This is an optimization exercise on Yosys and OpenROAD, whose aim is small area, not a production implementation.
Only simulation tests tie the RTL to the original design; equivalence was not proved.
Power is estimated from default activity; no workload was simulated.

== pepper ==
// data_memory
module data_memory #(
  parameter int DEPTH = 64
) (
  input  logic        clk,
  input  logic        rst_n,
  input  logic        mwr,
  input  logic [31:0] addr,
  input  logic [31:0] wd,
  output logic [31:0] rd
);
Size in the first run: roughly 5,500 cells after synthesis, ~0.071 sq mm of cells after synthesis.
export LEC_CHECK = 0
export CAP_MARGIN = 5
export CORE_MARGIN = 2
export CORE_UTILIZATION = 55
export SETUP_SLACK_MARGIN = 0.2
export SLEW_MARGIN = 5
create_clock -name core_clock -period 7.5 [get_ports {clk}]
standard.sh (not shown) runs the stock make flow with config.mk's settings and CLKGATE_MAP_FILE= SYNTH_SCRIPT=/design/flow/synth_recipe.tcl, a recipe that flattens the netlist after the stock synthesis.
==> flow/flow/run.sh <==
#!/bin/bash
# Layout of data_memory with a hand-built gate netlist around the standard
# synthesis's registers: standard synthesis, then flow/gen_netlist.py rewrites
# the logic between the registers (same register names and cell types), then
# the standard layout from floorplan to finish.
set -euo pipefail
R=orfs/results/${FLOW_PLATFORM}/data_memory/base
bash standard.sh synth > standard_synth.log 2>&1
cp "$R/1_2_yosys.v" standard_1_2_yosys.v
python3 flow/gen_netlist.py standard_1_2_yosys.v hand_netlist.v > gen_netlist.log 2>&1
cp hand_netlist.v "$R/1_2_yosys.v"
rm -f "$R/1_synth.odb" "$R/1_synth.sdc"
# Clock tree: no dummy loads, sink clusters of up to 30 on clkbuf_16.
export CTS_ARGS="-sink_clustering_enable -repair_clock_nets -dont_use_dummy_load -buf_list sky130_fd_sc_hd__clkbuf_16 -sink_clustering_size 30 -sink_clustering_max_diameter 80"
# Port buffers: the smallest buffer rather than the flow's default pick.
export BUFFER_PORTS_ARGS="-buffer_cell sky130_fd_sc_hd__buf_1"
bash standard.sh > standard_layout.log 2>&1
==> flow/flow/gen_netlist.py <==
#!/usr/bin/env python3
"""Writes the gate-level netlist of data_memory (64 x 32) with sky130hd cells.

usage: gen_netlist.py STANDARD_NETLIST OUT_NETLIST

The registers are those of the standard synthesis of rtl/data_memory.sv, with
the same instance names and cell types; the script checks that the standard
netlist holds exactly these and stops otherwise. The logic around them is
built here by hand:
  - in range: nor4 over addr[31:8], combined to two 'out of range' terms;
  - address decode: predecoded lines for addr[4:2] and addr[7:5] (the
    latter with the range and write terms folded in), one and2 per word for
    the write select and one and3 per word (with its valid bit) for the read
    select, in drive strength 2 as each drives 32 gates;
  - each data bit: a22o (write ? wd : hold & q) in front of its flip-flop;
  - each read bit: a222oi over three words at a time, then nand4, nor3, nand2.
"""
import re
import sys

W, B = 64, 32
C = "sky130_fd_sc_hd__"


def main():
    std, out = sys.argv[1], sys.argv[2]
    text = open(std).read()
    regs = {n: t for t, n in re.findall(r"\b" + C + r"(\w+)\s+\\(\S+)\s*\(", text)}
    regs = {n: t for n, t in regs.items() if "DFF" in n or t.startswith(("df", "edf", "sdf"))}
    want = {f"mem[{k}]$_DFF_P_": "dfxtp_1" for k in range(W * B)}
    want.update({f"valid[{i}]$_DFF_PN0_": "dfrtp_1" for i in range(W)})
    if regs != want:
        extra = sorted(set(regs.items()) - set(want.items()))[:5]
        missing = sorted(set(want.items()) - set(regs.items()))[:5]
        sys.exit(f"registers differ from the expected ones: extra {extra} missing {missing}")

    cells = []
    wires = []
    n = [0]

    def cell(typ, pins, name=None):
        n[0] += 1
        inst = name if name else f"g{n[0]}"
        conns = ", ".join(f".{p}({s})" for p, s in pins.items())
        cells.append(f"  {C}{typ} {inst} ({conns});")

    def wire(name):
        wires.append(name)
        return name

    # in range: r[g] = 1 when addr[8+4g +: 4] is all zero; oor0/oor1 = 1 when out of range
    r = []
    for g in range(6):
        s = wire(f"rz{g}")
        cell("nor4_1", dict(A=f"addr[{8+4*g}]", B=f"addr[{9+4*g}]", C=f"addr[{10+4*g}]",
                            D=f"addr[{11+4*g}]", Y=s))
        r.append(s)
    oor0, oor1 = wire("oor0"), wire("oor1")
    cell("nand3_1", dict(A=r[0], B=r[1], C=r[2], Y=oor0))
    cell("nand3_1", dict(A=r[3], B=r[4], C=r[5], Y=oor1))
    # wgo: in range and write; rgo: in range
    wgo, rgo = wire("wgo"), wire("rgo")
    cell("nor3_1", dict(A=oor0, B=oor1, C="mwr", Y=wgo))
    cell("nor2_1", dict(A=oor0, B=oor1, Y=rgo))
    # address bit complements
    an = {}
    for k in range(2, 8):
        an[k] = wire(f"an{k}")
        cell("inv_1", dict(A=f"addr[{k}]", Y=an[k]))

    def lit(k, v):
        return f"addr[{k}]" if v else an[k]

    # low predecode (active low): lon[j] = 0 when addr[4:2] == j
    lon = []
    for j in range(8):
        s = wire(f"lon{j}")
        cell("nand3_1", dict(A=lit(2, j & 1), B=lit(3, j >> 1 & 1), C=lit(4, j >> 2 & 1), Y=s))
        lon.append(s)
    # active-high predecodes
    lo_h = []
    for j in range(8):
        s = wire(f"lo{j}")
        cell("and3_1", dict(A=lit(2, j & 1), B=lit(3, j >> 1 & 1), C=lit(4, j >> 2 & 1), X=s))
        lo_h.append(s)
    hw_h, hr_h = [], []
    for j in range(8):
        s = wire(f"hw{j}")
        cell("and4_1", dict(A=lit(5, j & 1), B=lit(6, j >> 1 & 1), C=lit(7, j >> 2 & 1), D=wgo, X=s))
        hw_h.append(s)
        s = wire(f"hr{j}")
        cell("and4_1", dict(A=lit(5, j & 1), B=lit(6, j >> 1 & 1), C=lit(7, j >> 2 & 1), D=rgo, X=s))
        hr_h.append(s)
    # high predecode (active low) of the write term, for the hold terms
    hwn = []
    for j in range(8):
        s = wire(f"hwn{j}")
        cell("nand4_1", dict(A=lit(5, j & 1), B=lit(6, j >> 1 & 1), C=lit(7, j >> 2 & 1), D=wgo, Y=s))
        hwn.append(s)

    we, hold, rsel, vq = [], [], [], []
    for i in range(W):
        lo, hi = i % 8, i // 8
        q = wire(f"vq{i}")
        d = wire(f"vd{i}")
        cell("dfrtp_1", dict(CLK="clk", D=d, RESET_B="rst_n", Q=q), name=f"\\valid[{i}]$_DFF_PN0_ ")
        w = wire(f"we{i}")
        cell("and2_2", dict(A=lo_h[lo], B=hw_h[hi], X=w))
        cell("or2_1", dict(A=q, B=w, X=d))
        h = wire(f"hold{i}")
        cell("o21a_2", dict(A1=lon[lo], A2=hwn[hi], B1=q, X=h))
        rs = wire(f"rsel{i}")
        cell("and3_2", dict(A=lo_h[lo], B=hr_h[hi], C=q, X=rs))
        we.append(w); hold.append(h); rsel.append(rs); vq.append(q)

    # data bits
    mq = {}
    for i in range(W):
        for b in range(B):
            k = i * B + b
            q = wire(f"mq{i}_{b}")
            d = wire(f"md{i}_{b}")
            cell("dfxtp_1", dict(CLK="clk", D=d, Q=q), name=f"\\mem[{k}]$_DFF_P_ ")
            cell("a22o_1", dict(A1=we[i], A2=f"wd[{b}]", B1=hold[i], B2=q, X=d))
            mq[i, b] = q

    # read
    for b in range(B):
        low = []
        for g in range(21):
            s = wire(f"rn{b}_{g}")
            i = 3 * g
            cell("a222oi_1", dict(A1=rsel[i], A2=mq[i, b], B1=rsel[i+1], B2=mq[i+1, b],
                                  C1=rsel[i+2], C2=mq[i+2, b], Y=s))
            low.append(s)
        s = wire(f"rn{b}_21")
        cell("nand2_1", dict(A=rsel[63], B=mq[63, b], Y=s))
        low.append(s)
        hi = []
        for g in range(5):
            s = wire(f"ry{b}_{g}")
            cell("nand4_1", dict(A=low[4*g], B=low[4*g+1], C=low[4*g+2], D=low[4*g+3], Y=s))
            hi.append(s)
        s = wire(f"ry{b}_5")
        cell("nand2_1", dict(A=low[20], B=low[21], Y=s))
        hi.append(s)
        z0, z1 = wire(f"rz{b}_0"), wire(f"rz{b}_1")
        cell("nor3_1", dict(A=hi[0], B=hi[1], C=hi[2], Y=z0))
        cell("nor3_1", dict(A=hi[3], B=hi[4], C=hi[5], Y=z1))
        cell("nand2_1", dict(A=z0, B=z1, Y=f"rd[{b}]"))

    with open(out, "w") as f:
        f.write("module data_memory(clk, rst_n, mwr, addr, wd, rd);\n")
        f.write("  input clk;\n  input rst_n;\n  input mwr;\n  input [31:0] addr;\n"
                "  input [31:0] wd;\n  output [31:0] rd;\n")
        for w_ in wires:
            f.write(f"  wire {w_};\n")
        f.write("\n".join(cells) + "\n")
        f.write("endmodule\n")


if __name__ == "__main__":
    main()
pepper: done, clean on timing, DRC and antenna
What xenon does differently from pepper at the input level:
Settings: CAP_MARGIN now 20, was 5; SLEW_MARGIN now 20, was 5.
-- flow/flow/run.sh --
<<< pepper, line 15
# Port buffers: the smallest buffer rather than the flow's default pick.
export BUFFER_PORTS_ARGS="-buffer_cell sky130_fd_sc_hd__buf_1"
>>> xenon, line 15
-- flow/flow/gen_netlist.py --
<<< pepper, line 11
  - address decode: predecoded lines for addr[4:2] and addr[7:5] (the
    latter with the range and write terms folded in), one and2 per word for
    the write select and one and3 per word (with its valid bit) for the read
    select, in drive strength 2 as each drives 32 gates;
>>> xenon, line 11
  - address decode: 8 + 8 predecoded lines (addr[4:2] and addr[7:5] with
    the range and write terms folded in), one nor2 per word for the write
    select and one nor3b per word (with its valid bit) for the read select;
<<< pepper, line 80
    # active-high predecodes
    lo_h = []
    for j in range(8):
        s = wire(f"lo{j}")
        cell("and3_1", dict(A=lit(2, j & 1), B=lit(3, j >> 1 & 1), C=lit(4, j >> 2 & 1), X=s))
        lo_h.append(s)
    hw_h, hr_h = [], []
    for j in range(8):
        s = wire(f"hw{j}")
        cell("and4_1", dict(A=lit(5, j & 1), B=lit(6, j >> 1 & 1), C=lit(7, j >> 2 & 1), D=wgo, X=s))
        hw_h.append(s)
        s = wire(f"hr{j}")
        cell("and4_1", dict(A=lit(5, j & 1), B=lit(6, j >> 1 & 1), C=lit(7, j >> 2 & 1), D=rgo, X=s))
        hr_h.append(s)
    # high predecode (active low) of the write term, for the hold terms
    hwn = []
>>> xenon, line 79
    # high predecode (active low), with the write / read terms
    hwn, hrn = [], []
<<< pepper, line 100
>>> xenon, line 85
        s = wire(f"hrn{j}")
        cell("nand4_1", dict(A=lit(5, j & 1), B=lit(6, j >> 1 & 1), C=lit(7, j >> 2 & 1), D=rgo, Y=s))
        hrn.append(s)
<<< pepper, line 108
        cell("and2_2", dict(A=lo_h[lo], B=hw_h[hi], X=w))
>>> xenon, line 96
        cell("nor2_1", dict(A=lon[lo], B=hwn[hi], Y=w))
<<< pepper, line 111
        cell("o21a_2", dict(A1=lon[lo], A2=hwn[hi], B1=q, X=h))
>>> xenon, line 99
        cell("o21a_1", dict(A1=lon[lo], A2=hwn[hi], B1=q, X=h))
<<< pepper, line 113
        cell("and3_2", dict(A=lo_h[lo], B=hr_h[hi], C=q, X=rs))
>>> xenon, line 101
        cell("nor3b_1", dict(A=lon[lo], B=hrn[hi], C_N=q, Y=rs))
## What came out
- Relative to pepper, the number of non-clock buffers in the layout of xenon is higher by 177.
- Re via count: xenon and pepper aren't equal, and the lower value belongs to xenon.
- Clock-pin transition on the worst setup and hold timing paths for xenon: 20 ps down relative to pepper
- Design area in xenon is 2.6% higher than in pepper
- Of xenon and pepper, the lower largest stage delay on the critical path belongs to xenon.
- Going from pepper to xenon, multi-input gate area in the final layout grew slightly.
- xenon against pepper: die boundary width went down 1.2 um; global-route wire length before repair went down; shortest period the worst path allows decreased by 190 ps relative to the old numbers; clock network area share went down 0.17 points.
Input changes introduced in fjord (baseline for comparison: xenon):
Settings: SLEW_MARGIN: 20 -> 5; CAP_MARGIN: 20 -> 5.
-- flow/flow/run.sh --
<<< xenon, line 15
>>> fjord, line 15
# Port buffers: the smallest buffer rather than the flow's default pick.
export BUFFER_PORTS_ARGS="-buffer_cell sky130_fd_sc_hd__buf_1"
## What came out
- When the final numbers for xenon and fjord were put side by side, the length of the first detailed-routing pass in iterations turned out to be smaller in fjord.
- Cmp fjord vs xenon: number of buffers created by CTS higher in fjord
- On final setup slack of the worst path, xenon loses to fjord.
- Compared with xenon, in fjord cell area now sits lower, final clock period utilization by the worst path -1.4 points, detailed-routed wire length on met2 now sits at about the same level.
- Total power, fjord vs xenon: up slightly
- Cmp xenon and fjord / area growth from synthesis to layout / higher: xenon

==> static timing again, ports no longer ideal <==
How much do the figures lean on ideal ports? The routed layouts below were timed once more, with nothing changed but the port constraints. Step 1, drivers: a clkbuf_16 drives clk and a buf_2 each remaining input, both assumed. Step 2 moves the port delays by t, midway between the first and last clock arrival at a register: inputs arrive t later, outputs are due t later. That takes back most of the time a late clock gives input paths. Three values: ideal, step 1, step 2; two values: the first two.
| run | t, ns | slack for setup (ns) | worst setup path at the end |
|---|---|---|---|
| pepper | 0.815 | 0.209 / 0.178 / 0.178 | input to output |
| xenon | 0.792 | 0.402 / 0.377 / 0.377 | input to output |
| fjord | 0.801 | 0.504 / 0.480 / 0.480 | input to output |
After both steps setup and hold are still met in every run listed. For pepper, which loses most, drivers alone change the setup slack by -0.031 ns; drivers and shift together by -0.031 ns.
